Background: an optimization exercise with open tools, aiming at small area and a short achievable clock period. Do not read the settings as production practice. The RTL was checked by simulation tests, not by an equivalence proof against the original design. Power is estimated from default activity; no workload was simulated.

==> design.v <==
package rpn_pkg;
   localparam int DW_DEF      = 16;
   localparam int CNT_W_DEF   = 10;
   localparam int PROG_AW_DEF = 8;
   typedef enum logic [1:0] {
      KIND_PUSH = 2'b00,
      KIND_OP   = 2'b01,
      KIND_END  = 2'b10,
      KIND_NOP  = 2'b11
   } kind_t;
endpackage
module rpn_prog_mem #(
   parameter int W = 17
) (
   input  logic         step,
   input  logic         wr,
   input  logic [7:0]   waddr,
   input  logic [W-1:0] wdata,
   input  logic [7:0]   a8,
   input  logic [7:0]   b8,
   input  logic [3:0]   q4,
   input  logic         rd0,
   output logic [W-1:0] rdata
);
   logic [W-1:0] mem [256];
   logic [15:0]  plo_n, phi_n;  
   logic [W-1:0] pd;
   logic [W-1:0] view [256];    
   logic [W-1:0] cl [4][8];     
   logic [W-1:0] qs [4];        
   logic [W-1:0] qw [4];        
   logic [W-1:0] st2;
   always_ff @(posedge step) begin
      for (int i = 0; i < 16; i++) begin
         plo_n[i] <= !(wr && waddr[3:0] == 4'(i));
         phi_n[i] <= !(waddr[7:4] == 4'(i));
      end
      pd <= wdata;
   end
   for (genvar w = 0; w < 256; w++) begin : g_word
      always_ff @(posedge step) begin
         if (!(plo_n[w % 16] || phi_n[w / 16])) mem[w] <= pd;
      end
      if (w < 2) begin : g_fwd
         assign view[w] = (!(plo_n[w % 16] || phi_n[w / 16])) ? pd : mem[w];
      end else begin : g_nofwd
         assign view[w] = mem[w];
      end
   end
   always_comb begin
      for (int q = 0; q < 4; q++) begin
         qs[q] = '0;
         for (int c = 0; c < 8; c++) begin
            cl[q][c] = '0;
            for (int i = 0; i < 8; i++) cl[q][c] = cl[q][c] | ({W{a8[i]}} & view[q*64 + c*8 + i]);
            qs[q] = qs[q] | ({W{b8[c]}} & cl[q][c]);
         end
      end
      st2 = '0;
      for (int q = 0; q < 4; q++) st2 = st2 | ({W{q4[q]}} & qw[q]);
   end
   always_ff @(posedge step) begin
      for (int q = 0; q < 4; q++) qw[q] <= qs[q];
   end
   assign rdata = rd0 ? view[0] : st2;
endmodule
module rpn_sequencer (
   input  logic        step,
   input  logic        nrst,
   input  logic        start,
   input  logic        prog_wr,
   input  logic [7:0]  prog_addr,
   input  logic [17:0] prog_data,
   output logic        busy,
   output logic        done,
   output logic        err,
   output logic [15:0] result,
   output logic        calc_nrst,
   output logic        calc_push,
   output logic [15:0] calc_d,
   output logic [1:0]  calc_op,
   input  logic [9:0]  calc_cnt,
   input  logic [15:0] calc_out,
   output logic [15:0] icount
);
   logic st_clr, st_run, st_done, st_err, busy_q;
   logic run_push, run_op1, run_op0;
   logic [7:0]  a8, b8;      
   logic [3:0]  h4, q4;      
   logic [16:0] fi;          
   logic [8:0]  ic;          
   logic [16:0] rdata;
   logic [16:0] wenc;
   wire [1:0] w_kind = prog_data[17:16];
   always_comb begin
      case (w_kind)
         rpn_pkg::KIND_PUSH: wenc = {1'b1, prog_data[15:0]};
         rpn_pkg::KIND_OP:   wenc = {1'b0, 14'd0, prog_data[1:0]};
         rpn_pkg::KIND_END:  wenc = {1'b0, 13'd0, 1'b1, 2'b00};
         default:            wenc = '0;
      endcase
   end
   rpn_prog_mem #(.W(17)) u_prog_mem (
      .step  (step),
      .wr    (prog_wr && !busy_q),
      .waddr (prog_addr),
      .wdata (wenc),
      .a8    (a8),
      .b8    (b8),
      .q4    (q4),
      .rd0   (st_clr),
      .rdata (rdata)
   );
   wire f_push = fi[16];
   wire f_op1  = !fi[16] && fi[1];       
   wire f_op0  = !fi[16] && fi[0];
   wire f_end  = !fi[16] && fi[2];
   wire full   = &calc_cnt;
   wire ge2    = |calc_cnt[9:1];
   wire fail   = (f_push && full) || (f_op1 && !ge2);
   wire issue  = st_run && !f_end && !fail;
   wire last   = &ic[7:0];
   wire restart = start && !busy_q;
   wire run_nx = st_clr || (issue && !last);
   always_ff @(posedge step) begin
      if (!nrst) begin
         st_clr   <= 1'b0;
         st_run   <= 1'b0;
         busy_q   <= 1'b0;
         st_done  <= 1'b0;
         st_err   <= 1'b0;
         run_push <= 1'b0;
         run_op1  <= 1'b0;
         run_op0  <= 1'b0;
      end else begin
         st_clr   <= restart;
         st_run   <= run_nx;
         busy_q   <= restart || run_nx;
         run_push <= run_nx && rdata[16];
         run_op1  <= run_nx && !rdata[16] && rdata[1];
         run_op0  <= run_nx && !rdata[16] && rdata[0];
         st_done  <= !restart && (st_done || (st_run && f_end));
         st_err   <= !restart && (st_err || (st_run && fail) || (issue && last));
      end
   end
   always_ff @(posedge step) begin
      if (!nrst || restart) ic <= '0;
      else if (issue)       ic <= ic + 9'd1;
   end
   always_ff @(posedge step) begin
      if (!nrst)                 result <= '0;
      else if (st_run && f_end)  result <= calc_out;
   end
   always_ff @(posedge step) begin
      if (restart) begin
         a8 <= 8'd2;
         b8 <= 8'd1;
         h4 <= 4'd1;
      end else begin
         a8 <= {a8[6:0], a8[7]};
         if (a8[7])          b8 <= {b8[6:0], b8[7]};
         if (a8[7] && b8[7]) h4 <= {h4[2:0], h4[3]};
      end
      q4 <= h4;
      fi <= rdata;
   end
   assign busy      = busy_q;
   assign done      = st_done;
   assign err       = st_err;
   assign calc_nrst = nrst && !st_clr;
   rpn_ge2_gate u_op1_gate (.cnt(calc_cnt[9:1]), .en(run_op1), .x(1'b0),
                            .y(calc_op[1]));
   rpn_ge2_gate u_op0_gate (.cnt(calc_cnt[9:1]), .en(run_op0), .x(!fi[1]),
                            .y(calc_op[0]));
   assign icount    = {7'd0, ic};
   rpn_full_gate u_push_gate (.cnt(calc_cnt), .en(run_push), .d(1'b1), .y(calc_push));
   for (genvar i = 0; i < 16; i++) begin : g_d
      rpn_full_gate u_d_gate (.cnt(calc_cnt), .en(run_push), .d(fi[i]), .y(calc_d[i]));
   end
endmodule
module rpn_full_gate (
   input  logic [9:0] cnt,
   input  logic       en,
   input  logic       d,
   output logic       y
);
   assign y = en && d && !(&cnt);
endmodule
module rpn_ge2_gate (
   input  logic [8:0] cnt,
   input  logic       en,
   input  logic       x,
   output logic       y
);
   assign y = en && (x || (|cnt));
endmodule
==> flow/run.sh <==
#!/bin/bash
# Layout flow: the standard flow (standard.sh: ORFS synthesis through
# finish, unchanged), except that clock tree synthesis is run without dummy
# loads. Each tool's output goes to its own log in this folder, and ORFS
# keeps its per-step logs under orfs/logs/.
set -euo pipefail
export CTS_ARGS="-sink_clustering_enable -repair_clock_nets -sink_clustering_size 30 -sink_clustering_max_diameter 60 -buf_list sky130_fd_sc_hd__clkbuf_16 -dont_use_dummy_load"
bash standard.sh > standard_flow.log 2>&1
==> standard.sh <==
#!/bin/bash
# synth_recipe.tcl (not shown) runs the flow's synth.tcl, then flattens the netlist and writes it again
# the make line also repeats each setting of config.mk as NAME=value (left out here)
make -C /OpenROAD-flow-scripts/flow DESIGN_CONFIG=/design/flow/config.mk WORK_HOME=/design/flow/orfs CLKGATE_MAP_FILE= SYNTH_SCRIPT=/design/flow/synth_recipe.tcl "${@:-finish}"
==> config.mk <==
export PLATFORM = sky130hd
export DESIGN_NAME = rpn_sequencer
export DESIGN_NICKNAME = rpn_sequencer
export VERILOG_FILES = /design/flow/design.v
export SDC_FILE = /design/flow/constraint.sdc
export NUM_CORES = 4
export LEC_CHECK = 0
export CAP_MARGIN = 20
export CORE_MARGIN = 2
export CORE_UTILIZATION = 55
export CTS_BUF_LIST = sky130_fd_sc_hd__clkbuf_16
export CTS_CLUSTER_DIAMETER = 60
export CTS_CLUSTER_SIZE = 30
export SETUP_SLACK_MARGIN = 3.8
export SLEW_MARGIN = 20
export SYNTH_HIERARCHICAL = 1
export SYNTH_MEMORY_MAX_BITS = 8192
export SYNTH_MINIMUM_KEEP_SIZE = 0
export TNS_END_PERCENT = 30
==> constraint.sdc <==
create_clock -name core_clock -period 7.0 [get_ports {step}]
set_input_delay 1.4000 -clock core_clock [delete_from_list [all_inputs] [get_ports {step}]]
set_output_delay 1.4000 -clock core_clock [all_outputs]
set_load 0.01 [all_outputs]
==> notes.md, run 1 <==
status timing/DRC/antenna clean; clock sink total 4543; main combinational cell family by area after synthesis compound AO/OA/AOI/OAI gates; Die Span Y 548 µm; Port-buffer cells ~100; Clock Skew 74.9 ps; worst hold stages 0; Final Hold Fails 0; EDFF count, synth around 4300; Slew headroom 0.164; Yosys reg bits 4543; XOR/XNOR share of the synthesized area 0; Hold EP q4[1]$_DFF_P_; clock slew at reported path FFs 80 ps; largest net degree at the start of global routing about 150; area leader, netlist edfxtp_1; Post-Synth Adder-Cell Area 0.0000768; Design Power approximately 48000 µW; fmax 0.275 GHz; Mapped Cells 8904; layout cells sized above 1 0.113; Peak VDD IR between 200 and 250 µV; CP startpoint kind input port; Via Count 90900; filler instances 21100; Synth top area share 0.796; starting density of the core 0.553; Worst Setup Path Type in -> out; initial antenna violation count 19; Slew Viols, Final 0; CP Data Arrival Time 2230 ps; Detailed Route WL 471 mm; Clock Latency Late Sink about 940 ps; post-route ant nets 0; max-cap violations 0; R2R Setup Slk 3720 ps; wire per inst 36.4 µm; register area share after synthesis 0.824; Avg Inst Size Synth 18.3 µm²; Synth Area in Simple Gates 0.0348; Initial DRC Count 13800; Core Rows around 200; Final Cycle Share 0.519; Ys Warns 13; WP data required 5600 ps; Distinct cells, synth 61; pwr dens 270 nW/µm²; grt ovf 0; GPL Wtd Cong around 0.9; Crit. End Element output pin; WHS between 300 and 400 ps; multiplexer area fraction after synthesis 0.00332; ys async rst share 0; Setup TNS 0 ps; min cycle time layout 3630 ps; dominant cells by area after synthesis edfxtp_1, a22oi_1, dfxtp_1; final setup fails 0; Leak 0.0545 µW; Synth Area in Compound Gates 0.120; top_reg_cell synth edfxtp_1; Post-synth top cells edfxtp_1, a22oi_1, nand4_1, clkbuf_1, nor2_1; Core Area 294000 µm²; clock buffer depth 4; Nets around 9100; maximum fanout along the worst path 5; RSZ-0062 raised after global routing yes; CTS tree done; # H-tree levels 5; CTS root buf clkbuf_16; post-DP HPWL 257 mm; Final Util 0.604; Hold Crit Class reg -> reg; DIE AREA 300000 µm²; Slew @ Worst Pin 1250 ps; Avg Vias per Cell 7.02; CTS Buf Count 271; Synth Cell Area approximately 160000 µm²; most common cell in the netlist edfxtp_1; r2r endpoint u_prog_mem.qw[0][13]$_DFF_P_; r2r worst-path depth 6; Area Overhead vs Synth 9.15%; cts hold-fix bufs 0; Ports 111; Residual DRC 0; GR Util All Layers 0.306; worst min-delay path startpoint h4[1]$_SDFFE_PP0P_; TritonRoute pass-1 iters 9; Crit Reg-Reg Startpoint a8[3]$_SDFF_PP0_; first-pass GRT wire length 657 mm; vias in the first global route 85700; Chip Width 548 µm
## sequential cells by signal, indices dropped and copies added, names as in the netlist
name and count:
u_prog_mem.phi_n 16, run_op0 1, q4 4, run_push 1
ic 9, u_prog_mem.plo_n 16, u_prog_mem.pd 17, run_op1 1
busy_q 1, st_run 1, st_done 1, h4 4
u_prog_mem.mem 4352, b8 8, u_prog_mem.qw 68, st_err 1
fi 17, st_clr 1, a8 8, result 16
## per-module statistics from Yosys (local to each module, per instance), excerpt
module | cell area (µm²) | cells
rpn_full_gate | 26.3 | 4
rpn_ge2_gate | 26.3 | 5
rpn_sequencer | 2720 | 277
## where the power goes
part / internal (µW) / switching [µW]
registers: 29800 / 335
clock network: 6900 / 8130
logic: 815 / 2130
## worst max-delay path by stage
stage | start | end | slack [ps] | cells past startpoint
after floorplan | nrst | calc_nrst | 3380 | 4
after global placement | calc_cnt[1] | calc_d[14] | 2220 | 4
after detailed placement | calc_cnt[1] | calc_d[6] | 2160 | 4
after CTS | calc_cnt[3] | calc_d[8] | 3490 | 4
after global routing | calc_cnt[0] | calc_d[2] | 3350 | 4
final | calc_cnt[3] | calc_op[1] | 3370 | 5
## worst max-delay path, cell delays in order
cell       delay, ps
clkbuf_16        140
buf_4            140
nor4_4           240
a31oi_1          150
buf_2            160
## cell usage in the layout (no fill, tap or decap), types with 15 or more instances in the layout
| cell type | n |
|---|---|
| nor2_1 | 69 |
| nand2_1 | 78 |
| a41oi_1 | 51 |
| buf_4 | 310 |
| buf_2 | 20 |
| clkbuf_16 | 281 |
| a222oi_1 | 17 |
| dfxtp_1 | 165 |
| a221oi_1 | 17 |
| o2111ai_1 | 17 |
| nor2_2 | 156 |
| dfxtp_2 | 28 |
| dfxtp_4 | 32 |
| and2_1 | 22 |
| edfxtp_1 | 4318 |
| clkdlybuf4s50_1 | 72 |
| nand4_1 | 572 |
| buf_16 | 17 |
| buf_12 | 39 |
| o311a_1 | 17 |
| a21oi_1 | 70 |
| a31oi_1 | 19 |
| nor2_4 | 70 |
| a22oi_1 | 2380 |
| nand3_1 | 36 |
| mux2_2 | 15 |
## area by class of cell
cell class,count,area [µm²],share of cell area
clock buffers,271,6780,0.0382
inverters,9,38.8,0.000218
flip-flops and latches,4543,134000,0.756
diodes,8,20.0,0.000113
well taps,3919,4900,0.0276
repair inverters,1,5.00,0.0000282
repair buffers,489,4910,0.0276
multi-input cells,3708,26800,0.151
## kinds of logic (layout without fill, tap and decap cells)
logic type	count (synthesis)	in the layout
multiplexers	46	46
other	2	17
AO/OA/AOI/OAI	2601	2601
adder cells (fa/ha/maj)	1	1
buffers and inverters	660	770
flip-flops	4543	4543
AND/OR/NAND/NOR	1051	1051
## routing by layer
| layer | GRT usage | wire length (µm) | up-vias |
|---|---|---|---|
| met1 | 0.451 | 188000 | 47600 |
| li1 | - | - | 37400 |
| met5 | 0 | 13 | - |
| met3 | 0.0530 | 48300 | 691 |
| met4 | 0.0795 | 13700 | 2 |
| met2 | 0.477 | 221000 | 5304 |
## timing repair
action                                 CTS  global route
endpoints found under the hold margin    0             0
setup buffers                            6             6
gates cloned                            15            10
gates resized for setup                193            12
pin swaps                               35            19
setup endpoints to repair               49            54
## stage by stage
step / std cells / area [µm²] / setup WS, ps
finish: 12900 / 178000 / 3370
global route: 12900 / 178000 / 3350
CTS: 12900 / 177000 / 3490
detailed placement: 12600 / 170000 / 2160
global placement: 12600 / 170000 / 2220
floorplan: 8911 / 163000 / 3380
==> run 2: changes to the inputs <==
--- a/design.v
+++ b/design.v
@@ -48,13 +48,28 @@
       end
    end
+   for (genvar q = 0; q < 4; q++) begin : g_q
+      for (genvar k = 0; k < W; k++) begin : g_k
+         logic [2:0] z;
+         for (genvar c = 0; c < 8; c++) begin : g_c
+            logic [2:0] y;
+            rpn_sel3_n u_y0 (.s(a8[2:0]), .d0(view[q*64 + c*8 + 0][k]),
+                             .d1(view[q*64 + c*8 + 1][k]), .d2(view[q*64 + c*8 + 2][k]),
+                             .y_n(y[0]));
+            rpn_sel3_n u_y1 (.s(a8[5:3]), .d0(view[q*64 + c*8 + 3][k]),
+                             .d1(view[q*64 + c*8 + 4][k]), .d2(view[q*64 + c*8 + 5][k]),
+                             .y_n(y[1]));
+            assign y[2] = ~((a8[6] & view[q*64 + c*8 + 6][k]) |
+                            (a8[7] & view[q*64 + c*8 + 7][k]));
+            assign cl[q][c][k] = ~&y;
+         end
+         rpn_sel3_n u_z0 (.s(b8[2:0]), .d0(cl[q][0][k]), .d1(cl[q][1][k]), .d2(cl[q][2][k]),
+                          .y_n(z[0]));
+         rpn_sel3_n u_z1 (.s(b8[5:3]), .d0(cl[q][3][k]), .d1(cl[q][4][k]), .d2(cl[q][5][k]),
+                          .y_n(z[1]));
+         assign z[2] = ~((b8[6] & cl[q][6][k]) | (b8[7] & cl[q][7][k]));
+         assign qs[q][k] = ~&z;
+      end
+   end
    always_comb begin
-      for (int q = 0; q < 4; q++) begin
-         qs[q] = '0;
-         for (int c = 0; c < 8; c++) begin
-            cl[q][c] = '0;
-            for (int i = 0; i < 8; i++) cl[q][c] = cl[q][c] | ({W{a8[i]}} & view[q*64 + c*8 + i]);
-            qs[q] = qs[q] | ({W{b8[c]}} & cl[q][c]);
-         end
-      end
       st2 = '0;
       for (int q = 0; q < 4; q++) st2 = st2 | ({W{q4[q]}} & qw[q]);
@@ -64,4 +79,13 @@
    end
    assign rdata = rd0 ? view[0] : st2;
+endmodule
+module rpn_sel3_n (
+   input  logic [2:0] s,
+   input  logic       d0,
+   input  logic       d1,
+   input  logic       d2,
+   output logic       y_n
+);
+   assign y_n = ~((s[0] & d0) | (s[1] & d1) | (s[2] & d2));
 endmodule
 module rpn_sequencer (
--- a/config.mk
+++ b/config.mk
@@ -8,9 +8,9 @@
 export CAP_MARGIN = 20
 export CORE_MARGIN = 2
-export CORE_UTILIZATION = 55
+export CORE_UTILIZATION = 62
 export CTS_BUF_LIST = sky130_fd_sc_hd__clkbuf_16
 export CTS_CLUSTER_DIAMETER = 60
 export CTS_CLUSTER_SIZE = 30
-export SETUP_SLACK_MARGIN = 3.8
+export SETUP_SLACK_MARGIN = 3.6
 export SLEW_MARGIN = 20
 export SYNTH_HIERARCHICAL = 1
==> notes.md, run 2 <==
Nets 8704 (was 9080); Mapped Cells 8095 (was 8904); Slew @ Worst Pin 1220 ps (was 1250 ps); leading cell types in the layout, fill and taps excluded edfxtp_1, a222oi_1, nand3_1 (was edfxtp_1, a22oi_1, nand4_1); min cycle time layout 3560 ps (was 3630 ps); GR Util All Layers 0.340 (was 0.306); Core Area 256000 µm² (was 294000 µm²); final setup fails 0 (unchanged); post-DP HPWL 254 mm (was 257 mm); grt ovf 0 (unchanged); Port-buffer cells 103 (unchanged); CTS tree done (unchanged); EDFF count, synth 4318 (unchanged); CP max stage delay 390 ps (was 240 ps); Via Count 90100 (was 90900); CP Data Arrival Time 2160 ps (was 2230 ps); largest net degree at the start of global routing 170 (was 146); DP Cell Count 11700 (was 12600); starting density of the core 0.622 (was 0.553); clock slew at reported path FFs 90 ps (was 80 ps); # H-tree levels 4 (was 5); RSZ-0062 raised after global routing yes (unchanged); pwr dens 270 nW/µm² (about the same); fmax 0.281 GHz (was 0.275 GHz); register area share after synthesis 0.841 (was 0.824); Detailed Route WL 459 mm (was 471 mm); ys async rst share 0 (unchanged); area leader, netlist edfxtp_1 (unchanged); initial antenna violation count 36 (was 19); Clock Latency Late Sink 940 ps (about the same); Residual DRC 0 (unchanged); CTS Buf Count 224 (was 271); most common cell in the netlist edfxtp_1 (unchanged); commonest non-fill, non-tap cell in the layout edfxtp_1 (unchanged); vias in the first global route 84000 (was 85700); final worst slack 3440 ps (was 3370 ps); GPL Wtd Cong 0.848 (was 0.898); maximum fanout along the worst path 6 (was 5); Initial DRC Count 19100 (was 13800); Ports 111 (unchanged); Setup TNS 0 ps (unchanged); registers with the most flip-flops u_prog_mem.mem (4352), u_prog_mem.qw (68) (unchanged); post-route ant nets 0 (unchanged); clock buffer depth 3 (was 4); DP Worst Slack 2110 ps (was 2160 ps); Die Span Y 511 µm (was 548 µm); Leak 0.0536 µW (was 0.0545 µW); Clock Skew 97.9 ps (was 74.9 ps); CP startpoint kind input port (unchanged); Ys Warns 18 (was 13); CTS root buf clkbuf_16 (unchanged); WHS 380 ps (was 356 ps); most flop-heavy register u_prog_mem.mem (unchanged); worst-path cell chain buf_16, nand4_1, o311a_1, buf_6 (was clkbuf_16, buf_4, nor4_4, a31oi_1, buf_2); cell count along the critical path 4 (was 5); Final Non-Filler Cells 12000 (was 12900); Final Cycle Share 0.508 (was 0.519); r2r worst-path depth 7 (was 6); filler instances 16500 (was 21100); wire per inst 38.1 µm (was 36.4 µm); Avg Inst Size Synth 19.7 µm² (was 18.3 µm²); Final Hold Fails 0 (unchanged); Chip Width 511 µm (was 548 µm); layout cells sized above 1 0.108 (was 0.113); clock sink total 4543 (unchanged); Post-synth top cells edfxtp_1, a222oi_1, nand3_1, a22oi_1, nand2_1 (was edfxtp_1, a22oi_1, nand4_1, clkbuf_1, nor2_1); Yosys reg bits 4543 (unchanged); Synth Cell Area 160000 µm² (was 163000 µm²); dominant cells by area after synthesis edfxtp_1, a222oi_1, dfxtp_1 (was edfxtp_1, a22oi_1, dfxtp_1); first-pass GRT wire length 634 mm (was 657 mm); max-cap violations 0 (unchanged); status timing/DRC/antenna clean (unchanged); DIE AREA 261000 µm² (was 300000 µm²); CP delay by family, top compound AO/OA/AOI/OAI gates (was buffers and inverters); Largest register FFs 4352 (unchanged); Synth top area share 0.813 (was 0.796); Slew headroom 0.185 (was 0.164); Core Rows 186 (was 199); worst hold stages 0 (unchanged); Slew Viols, Final 0 (unchanged); Peak VDD IR 305 µV (was 208 µV); Distinct cells, synth 59 (was 61); Worst Setup Path Type in -> out (unchanged); top_reg_cell synth edfxtp_1 (unchanged); WP data required 5600 ps (about the same); Crit. End Element output pin (unchanged); Crit-path slowest cell o311a_1 (was nor4_4); Area Overhead vs Synth 9.34% (was 9.15%); Avg Vias per Cell 7.48 (was 7.02); Hold Crit Class reg -> reg (unchanged); TritonRoute pass-1 iters 10 (was 9); WP buf/inv 2 (was 3); cts hold-fix bufs 0 (unchanged)
run 2: cell count changes after synthesis, sizes merged, moves of 51 or more:
| cell | change |
|---|---|
| a222oi | +1207 |
| and2 | +69 |
| nand3 | +459 |
| buf | -81 |
| o21ai | +136 |
| clkbuf | -336 |
| a22o | +68 |
| a41oi | -51 |
| nand4 | -527 |
| nand2 | +221 |
| a22oi | -1938 |
run 2: final cells by class:
type,count,area [µm²],area share
inverters,7,30.0,0.000172
multi-input cells,3318,24700,0.142
well taps,3384,4230,0.0243
clock buffers,224,5610,0.0321
repair inverters,1,5.00,0.0000287
diodes,16,40.0,0.000229
repair buffers,552,5520,0.0316
flip-flops and latches,4543,134000,0.770
run 2: cell families (layout without fill, tap and decap cells):
kind of cell,count (synthesis),in the layout,synth area share
simple gates,1256,1256,0.0368
buf+inv,241,784,0.00732
other cells,2,25,0.0000471
compound gates,1989,1989,0.110
flops,4543,4543,0.841
mux,63,63,0.00482
fa+ha+maj,1,1,0.0000784
run 2: path summary, 6_finish.rpt:
check,startpoint,endpoint,slack [ps]
worst max register to register,a8[5]$_SDFF_PP0_,u_prog_mem.qw[3][14]$_DFF_P_,3450
worst min register to register,h4[0]$_SDFFE_PP1P_,q4[0]$_DFF_P_,380
worst min-delay path,h4[0]$_SDFFE_PP1P_,q4[0]$_DFF_P_,380
worst max-delay path,calc_cnt[4],calc_d[7],3440
run 2: report_power, final:
part           switching (µW)  leakage (µW)  internal [µW]
logic                    2440        0.0105           1050
clock network            7770       0.00276           5670
registers                 390        0.0404          29800
run 2: metal layers:
layer | vias up | track usage | wire (µm)
li1 | 36600 | - | -
met1 | 46700 | 0.497 | 173000
met2 | 6004 | 0.531 | 215000
met3 | 711 | 0.0611 | 54500
met4 | 14 | 0.105 | 16900
met5 | - | 0 | 90
run 2: modules after synthesis, one instance, submodules excluded, excerpt:
module / cells / flops+latches / area [µm²]
rpn_sequencer: 277 / 74 / 2720
rpn_full_gate: 4 / 0 / 26.3
rpn_ge2_gate: 5 / 0 / 26.3
rpn_sel3_n: 1 / 0 / 10.0
run 2: timing repair:
item / 4_1_cts / 5_1_grt
gates cloned: 3 / 25
endpoints found under the setup margin: 64 / 252
pin swaps: 15 / 34
setup buffers: 8 / 37
gates resized for setup: 187 / 49
run 2: stage by stage:
stage	instance area (µm²)	util	total power (µW)
floorplan	160000	-	32300
global placement	167000	0.652	34000
detailed placement	167000	0.652	34100
CTS	173000	0.675	47000
global route	174000	0.680	48200
finish	174000	0.680	47100
==> run 3: changes to the inputs <==
--- a/config.mk
+++ b/config.mk
@@ -8,5 +8,5 @@
 export CAP_MARGIN = 20
 export CORE_MARGIN = 2
-export CORE_UTILIZATION = 62
+export CORE_UTILIZATION = 68
 export CTS_BUF_LIST = sky130_fd_sc_hd__clkbuf_16
 export CTS_CLUSTER_DIAMETER = 60
==> notes.md, run 3 <==
status timing/DRC/antenna clean (unchanged); Int Pwr 36200 µW (was 36500 µW); switching pwr 10500 µW (was 10600 µW); Clock power frac 0.278 (was 0.285); Slew Viols, Final 0 (unchanged); Crit-path slowest cell a222oi_1 (was o311a_1); post-route ant nets 0 (unchanged); Detailed Route WL 453 mm (was 459 mm); Via Count 91000 (was 90100); Area Overhead vs Synth 8.72% (was 9.34%); Nets 8652 (was 8704); Logic pwr share 0.076 (was 0.074); CP Data Arrival Time 4500 ps (was 2160 ps); registers with the most flip-flops u_prog_mem.mem (4352), u_prog_mem.qw (68) (unchanged); CTS tree done (unchanged); GPL Wtd Cong 0.881 (was 0.848); Clock Latency Late Sink 930 ps (was 940 ps); Final Instance Area 174000 µm² (about the same); largest net degree at the start of global routing 175 (was 170); Core Rows 177 (was 186); most flop-heavy register u_prog_mem.mem (unchanged); Leak 0.0534 µW (was 0.0536 µW); Slew headroom 0.126 (was 0.185); clock buffer depth 3 (unchanged); maximum fanout along the worst path 90 (was 6); Port-buffer cells 103 (unchanged); grt ovf 0 (unchanged); min cycle time layout 3710 ps (was 3560 ps); TritonRoute pass-1 iters 9 (was 10); pwr dens 269 nW/µm² (was 270 nW/µm²); WHS 341 ps (was 380 ps); area leader, netlist edfxtp_1 (unchanged); Residual DRC 0 (unchanged); clock slew at reported path FFs 110 ps (was 90 ps); Die Span Y 488 µm (was 511 µm); part of the power in registers 0.646 (was 0.640); max-cap violations 0 (unchanged); DP Area 167000 µm² (about the same); top_reg_cell synth edfxtp_1 (unchanged); dominant cells by area after synthesis edfxtp_1, a222oi_1, dfxtp_1 (unchanged); layout cells sized above 1 0.100 (was 0.108); Clock Skew 76.5 ps (was 97.9 ps); Synth Cell Area 160000 µm² (unchanged); commonest non-fill, non-tap cell in the layout edfxtp_1 (unchanged); Avg Vias per Cell 7.75 (was 7.48); EDFF count, synth 4318 (unchanged); CTS Buf Count 210 (was 224); Distinct cells, synth 59 (unchanged); Crit. End Element flip-flop (was output pin); starting density of the core 0.685 (was 0.622); final setup fails 0 (unchanged); fmax 0.269 GHz (was 0.281 GHz); Synth top area share 0.813 (unchanged); Switching Fraction 0.225 (about the same); initial antenna violation count 31 (was 36); Final Cycle Share 0.530 (was 0.508); Setup TNS 0 ps (unchanged); Ports 111 (unchanged); WP data required 7790 ps (was 5600 ps); first-pass GRT wire length 628 mm (was 634 mm); Slew @ Worst Pin 1310 ps (was 1220 ps); # H-tree levels 4 (unchanged); Hold Crit Class reg -> reg (unchanged); Final Util 0.745 (was 0.680); Initial DRC Count 20700 (was 19100); Worst Setup Path Type reg -> reg (was in -> out); DIE AREA 239000 µm² (was 261000 µm²); CP max stage delay 720 ps (was 390 ps); Peak VDD IR 278 µV (was 305 µV); register area share after synthesis 0.841 (unchanged); Chip Width 488 µm (was 511 µm); Largest register FFs 4352 (unchanged); most common cell in the netlist edfxtp_1 (unchanged); worst-path cell chain buf_4, mux2_4, a222oi_1, nand3_1, a222oi_1, nand2_1, a21oi_1, nand3_1 (was buf_16, nand4_1, o311a_1, buf_6); wire per inst 38.6 µm (was 38.1 µm); vias in the first global route 84000 (about the same); Post-synth top cells edfxtp_1, a222oi_1, nand3_1, a22oi_1, nand2_1 (unchanged); post-DP HPWL 248 mm (was 254 mm); Ys Warns 18 (unchanged); clock sink total 4543 (unchanged); RSZ-0062 raised after global routing yes (unchanged); GR Util All Layers 0.375 (was 0.340); Yosys reg bits 4543 (unchanged); Core Area 233000 µm² (was 256000 µm²); cts hold-fix bufs 0 (unchanged); ys async rst share 0 (unchanged); Mapped Cells 8095 (unchanged); leading cell types in the layout, fill and taps excluded edfxtp_1, a222oi_1, nand3_1 (unchanged); Avg Inst Size Synth 19.7 µm² (unchanged); CTS root buf clkbuf_16 (unchanged); Final Hold Fails 0 (unchanged); CP startpoint kind flip-flop (was input port)
-- run 3: cell count changes in the layout (fill, tap and decap cells not counted), sizes merged --
cell	delta
buf	-34
bufbuf	+8
clkbuf	-27
clkdlybuf4s15	+1
diode	-4
-- run 3: worst max-delay path: cells and delay by family, from the launching register on --
kind | cells | cell delay (ps)
DFF | 1 | 490
and+or+nand+nor | 3 | 690
buffers and inverters | 1 | 520
AOI/OAI and AO/OA | 3 | 1310
muxes | 1 | 440
-- run 3: power groups by stage --
stage	clock network (µW)	logic, µW	registers, µW
finish	13000	3530	30100
global route	13800	3620	30100
CTS	13000	3410	30100
detailed placement	0	3260	30800
global placement	0	3210	30700
floorplan	0	1380	30900
-- run 3: worst paths after layout --
check,startpoint,to,slack [ps],cells after the start
worst max-delay path,u_prog_mem.pd[8]$_DFF_P_,u_prog_mem.qw[0][8]$_DFF_P_,3290,8
worst min-delay path,h4[3]$_SDFFE_PP0P_,q4[3]$_DFF_P_,340,0
worst min register to register,h4[3]$_SDFFE_PP0P_,q4[3]$_DFF_P_,340,0
worst max register to register,u_prog_mem.pd[8]$_DFF_P_,u_prog_mem.qw[0][8]$_DFF_P_,3290,8
-- run 3: cells by family (layout without fill, tap and decap cells) --
| group | Yosys count | after routing | synth area share |
|---|---|---|---|
| DFF | 4543 | 4543 | 0.841 |
| muxes | 63 | 63 | 0.00482 |
| and+or+nand+nor | 1256 | 1256 | 0.0368 |
| AOI/OAI and AO/OA | 1989 | 1989 | 0.110 |
| other | 2 | 21 | 0.0000471 |
| buffers and inverters | 241 | 732 | 0.00732 |
| adders and majority gates | 1 | 1 | 0.0000784 |
-- run 3: final cells by class --
type / instances / area (µm²)
timing repair buffer: 514 / 5240
sequential: 4543 / 134000
tap: 3132 / 3920
clock buffer: 210 / 5260
multi-input combinational: 3318 / 24700
inverter: 7 / 30.0
antenna: 12 / 30.0
fill: 13500 / 59500
timing repair inverter: 1 / 5.00
-- run 3: what timing repair did --
item | 4_1_cts | 5_1_grt
cloned | 19 | 3
resized for setup | 250 | 4
endpoints found under the setup margin | 160 | 137
buffers inserted | 18 | 6
pin swaps | 43 | 2
endpoints found under the hold margin | 0 | 0
-- run 3: through the flow --
stage | cells | worst slack, ps | power [µW]
after floorplan | 8102 | 3140 | 32300
after global placement | 11500 | 1610 | 34000
after detailed placement | 11500 | 1580 | 34000
after CTS | 11700 | 3290 | 46500
final | 11700 | 3290 | 46600
after global routing | 11700 | 3270 | 47600
-- run 3: per-module statistics from Yosys (local to each module, per instance), a selection --
module	flip-flops and latches	area (µm²)	cells
rpn_full_gate	0	26.3	4
rpn_ge2_gate	0	26.3	5
rpn_sel3_n	0	10.0	1
rpn_sequencer	74	2720	277
-- run 3: per-layer routing --
layer,share of wire,global-route usage,routed length (µm),vias up
met5,0.00022,0,99,-
met3,0.15,0.0910,66000,858
met4,0.046,0.155,21000,16
li1,-,-,-,36500
met1,0.35,0.542,159000,46300
met2,0.46,0.560,207000,7320
==> run 4: changes to the inputs <==
--- a/config.mk
+++ b/config.mk
@@ -6,12 +6,12 @@
 export NUM_CORES = 4
 export LEC_CHECK = 0
-export CAP_MARGIN = 20
+export CAP_MARGIN = 10
 export CORE_MARGIN = 2
-export CORE_UTILIZATION = 68
+export CORE_UTILIZATION = 62
 export CTS_BUF_LIST = sky130_fd_sc_hd__clkbuf_16
 export CTS_CLUSTER_DIAMETER = 60
 export CTS_CLUSTER_SIZE = 30
 export SETUP_SLACK_MARGIN = 3.6
-export SLEW_MARGIN = 20
+export SLEW_MARGIN = 10
 export SYNTH_HIERARCHICAL = 1
 export SYNTH_MEMORY_MAX_BITS = 8192
==> notes.md, run 4 <==
CP max stage delay 680 ps (was 720 ps); Distinct cells, synth 59 (unchanged); Chip Width 511 µm (was 488 µm); largest net degree at the start of global routing 170 (was 175); # H-tree levels 4 (unchanged); Synth Cell Area 160000 µm² (unchanged); layout cells sized above 1 0.106 (was 0.100); Core Rows 186 (was 177); maximum fanout along the worst path 102 (was 90); Via Count 90000 (was 91000); post-route ant nets 0 (unchanged); GPL Wtd Cong 0.848 (was 0.881); status timing/DRC/antenna clean (unchanged); Yosys reg bits 4543 (unchanged); clock sink total 4543 (unchanged); Detailed Route WL 459 mm (was 453 mm); vias in the first global route 84300 (was 84000); GR Util All Layers 0.342 (was 0.375); initial antenna violation count 32 (was 31); Residual DRC 0 (unchanged); post-DP HPWL 254 mm (was 248 mm); EDFF count, synth 4318 (unchanged); Peak VDD IR 306 µV (was 278 µV); final worst slack 3430 ps (was 3290 ps); Mapped Cells 8095 (unchanged); Die Span Y 511 µm (was 488 µm); top_reg_cell synth edfxtp_1 (unchanged); Synth top area share 0.813 (unchanged); ys async rst share 0 (unchanged); DIE AREA 261000 µm² (was 239000 µm²); clock slew at reported path FFs 90 ps (was 110 ps); Setup TNS 0 ps (unchanged); area leader, netlist edfxtp_1 (unchanged); Largest register FFs 4352 (unchanged); Area Overhead vs Synth 9.26% (was 8.72%); pwr dens 271 nW/µm² (was 269 nW/µm²); CTS tree done (unchanged); most flop-heavy register u_prog_mem.mem (unchanged); Slew headroom 0.109 (was 0.126); most common cell in the netlist edfxtp_1 (unchanged); TritonRoute pass-1 iters 10 (was 9); RSZ-0062 raised after global routing yes (unchanged); CP Data Arrival Time 4320 ps (was 4500 ps); dominant cells by area after synthesis edfxtp_1, a222oi_1, dfxtp_1 (unchanged); CTS root buf clkbuf_16 (unchanged); clock buffer depth 3 (unchanged); Crit-path slowest cell a222oi_1 (unchanged); worst-path cell chain buf_12, a222oi_1, nand3_1, a222oi_1, nand2_1, a21oi_1, nand3_1 (was buf_4, mux2_4, a222oi_1, nand3_1, a222oi_1, nand2_1, a21oi_1, nand3_1); Clock Latency Late Sink 930 ps (about the same); leading cell types in the layout, fill and taps excluded edfxtp_1, a222oi_1, nand3_1 (unchanged); max-cap violations 0 (unchanged); cts hold-fix bufs 0 (unchanged); Ys Warns 18 (unchanged); Nets 8694 (was 8652); wire per inst 38.1 µm (was 38.6 µm); Final Cycle Share 0.510 (was 0.530); Avg Vias per Cell 7.48 (was 7.75); filler instances 16600 (was 13500); Avg Inst Size Synth 19.7 µm² (unchanged); Crit. End Element flip-flop (unchanged); WP data required 7750 ps (was 7790 ps); Ports 111 (unchanged); first-pass GRT wire length 637 mm (was 628 mm); Leak 0.0536 µW (was 0.0534 µW); Final Hold Fails 0 (unchanged); register area share after synthesis 0.841 (unchanged); DP Worst Slack 2120 ps (was 1580 ps); Hold Crit Class reg -> reg (unchanged); Post-synth top cells edfxtp_1, a222oi_1, nand3_1, a22oi_1, nand2_1 (unchanged); Slew Viols, Final 0 (unchanged); Core Area 256000 µm² (was 233000 µm²); fmax 0.280 GHz (was 0.269 GHz); Clock Skew 76.7 ps (was 76.5 ps); Initial DRC Count 18700 (was 20700); Port-buffer cells 103 (unchanged); final setup fails 0 (unchanged); Slew @ Worst Pin 1340 ps (was 1310 ps); registers with the most flip-flops u_prog_mem.mem (4352), u_prog_mem.qw (68) (unchanged); Worst Setup Path Type reg -> reg (unchanged); starting density of the core 0.622 (was 0.685); CTS Buf Count 227 (was 210); CP startpoint kind flip-flop (unchanged); commonest non-fill, non-tap cell in the layout edfxtp_1 (unchanged); grt ovf 0 (unchanged); min cycle time layout 3570 ps (was 3710 ps)
## run 4: changes by cell type in the layout (fill, tap and decap cells not counted), sizes merged
cell / change
buf: +30
clkbuf: +20
bufbuf: -8
diode: +6
## run 4: kinds of logic (layout without fill, tap and decap cells)
group	after synthesis	after routing	share of synthesized area
buffers and inverters	241	774	0.00732
AND/OR/NAND/NOR	1256	1256	0.0368
flip-flops	4543	4543	0.841
multiplexers	63	63	0.00482
AO/OA/AOI/OAI	1989	1989	0.110
other	2	27	0.0000471
adder cells (fa/ha/maj)	1	1	0.0000784
## run 4: stage by stage
step / instance area (µm²) / utilization / std cells / hold slack (ps) / total power [µW]
3_3_place_gp: 167000 / 0.652 / 11700 / 358 / 34000
5_1_grt: 174000 / 0.680 / 12000 / 385 / 48300
3_5_place_dp: 167000 / 0.652 / 11700 / 359 / 34100
4_1_cts: 174000 / 0.678 / 12000 / 375 / 47100
2_1_floorplan: 160000 / - / 8102 / 351 / 32300
6_report: 174000 / 0.680 / 12000 / 376 / 47200
## run 4: path summary, 6_finish.rpt
check                          start                      endpoint  slack (ps)  cells past startpoint
hold reg to reg   h4[0]$_SDFFE_PP1P_                 q4[0]$_DFF_P_         380                      0
setup reg to reg    a8[5]$_SDFF_PP0_  u_prog_mem.qw[3][14]$_DFF_P_        3430                      7
hold / removal    h4[0]$_SDFFE_PP1P_                 q4[0]$_DFF_P_         380                      0
setup / recovery    a8[5]$_SDFF_PP0_  u_prog_mem.qw[3][14]$_DFF_P_        3430                      7
## run 4: cell type report
| type | instances | area [µm²] | area share |
|---|---|---|---|
| inverters | 7 | 30.0 | 0.000172 |
| diodes | 18 | 45.0 | 0.000258 |
| well taps | 3384 | 4230 | 0.0243 |
| flip-flops and latches | 4543 | 134000 | 0.770 |
| repair buffers | 539 | 5470 | 0.0314 |
| clock buffers | 227 | 5680 | 0.0326 |
| repair inverters | 1 | 5.00 | 0.0000287 |
| multi-input cells | 3318 | 24600 | 0.141 |
## run 4: critical path: cells and delay by family (launching register included)
kind	cells	cell delay, ps
AOI/OAI and AO/OA	3	1730
buffers and inverters	1	250
DFF	1	480
and+or+nand+nor	3	750
## run 4: power by group
| part | leakage [µW] | internal [µW] | switching (µW) |
|---|---|---|---|
| Sequential | 0.0404 | 29800 | 386 |
| Combinational | 0.0104 | 1060 | 2440 |
| Clock | 0.00280 | 5740 | 7800 |
| Total | 0.0536 | 36600 | 10600 |
## run 4: metal layers
metal	vias up	routed length [µm]	global-route usage	share of wire
met1	46700	173000	0.502	0.38
met4	8	16600	0.107	0.036
met3	669	53600	0.0561	0.12
met2	5989	216000	0.535	0.47
met5	-	69	0	0.00015
li1	36600	-	-	-
## run 4: Yosys stat by module (local to each module, per instance), excerpt
module	area, µm²	cells inside	times used	flip-flops and latches
rpn_sequencer	2720	277	1	74
rpn_full_gate	26.3	4	17	0
rpn_ge2_gate	26.3	5	2	0
rpn_sel3_n	10.0	1	1224	0
## run 4: repair_timing
item	4_1_cts	5_1_grt
pin swaps	45	18
buffers inserted	27	13
setup endpoints to repair	68	264
hold endpoints to repair	0	0
cloned	19	9
resized for setup	212	18

afterwards: timing with drivers on the ports:
No port has a modelled driver above. Below, the same layouts with a new extraction and two added sets of constraints. Step 1: set_driving_cell puts a clkbuf_16 on step and a buf_2 on each other input, an assumption about the parent block. Step 2 moves the port delays by t, midway between the first and last clock arrival at a register: inputs arrive t later, outputs are due t later. That takes back most of the time a late clock gives input paths. Slacks: ideal ports / drivers / drivers and shift; pairs: ideal ports / drivers.
run | shift t [ns] | setup slack, ns | latest minus earliest clock arrival (ns) | slew at the worst register clock pin (ns)
run 1 | 0.985 | 3.365 / 3.087 / 3.087 | 0.099 / 0.099 | 0.11 / 0.11
run 2 | 0.991 | 3.444 / 3.190 / 3.190 | 0.113 / 0.112 | 0.11 / 0.11
run 3 | 0.990 | 3.287 / 2.917 / 2.917 | 0.082 / 0.082 | 0.12 / 0.12
run 4 | 0.981 | 3.428 / 3.135 / 3.135 | 0.112 / 0.112 | 0.11 / 0.11
After both steps setup and hold are still met in every run listed. For run 3, which loses most, drivers alone change the setup slack by -0.370 ns; drivers and shift together by -0.370 ns.
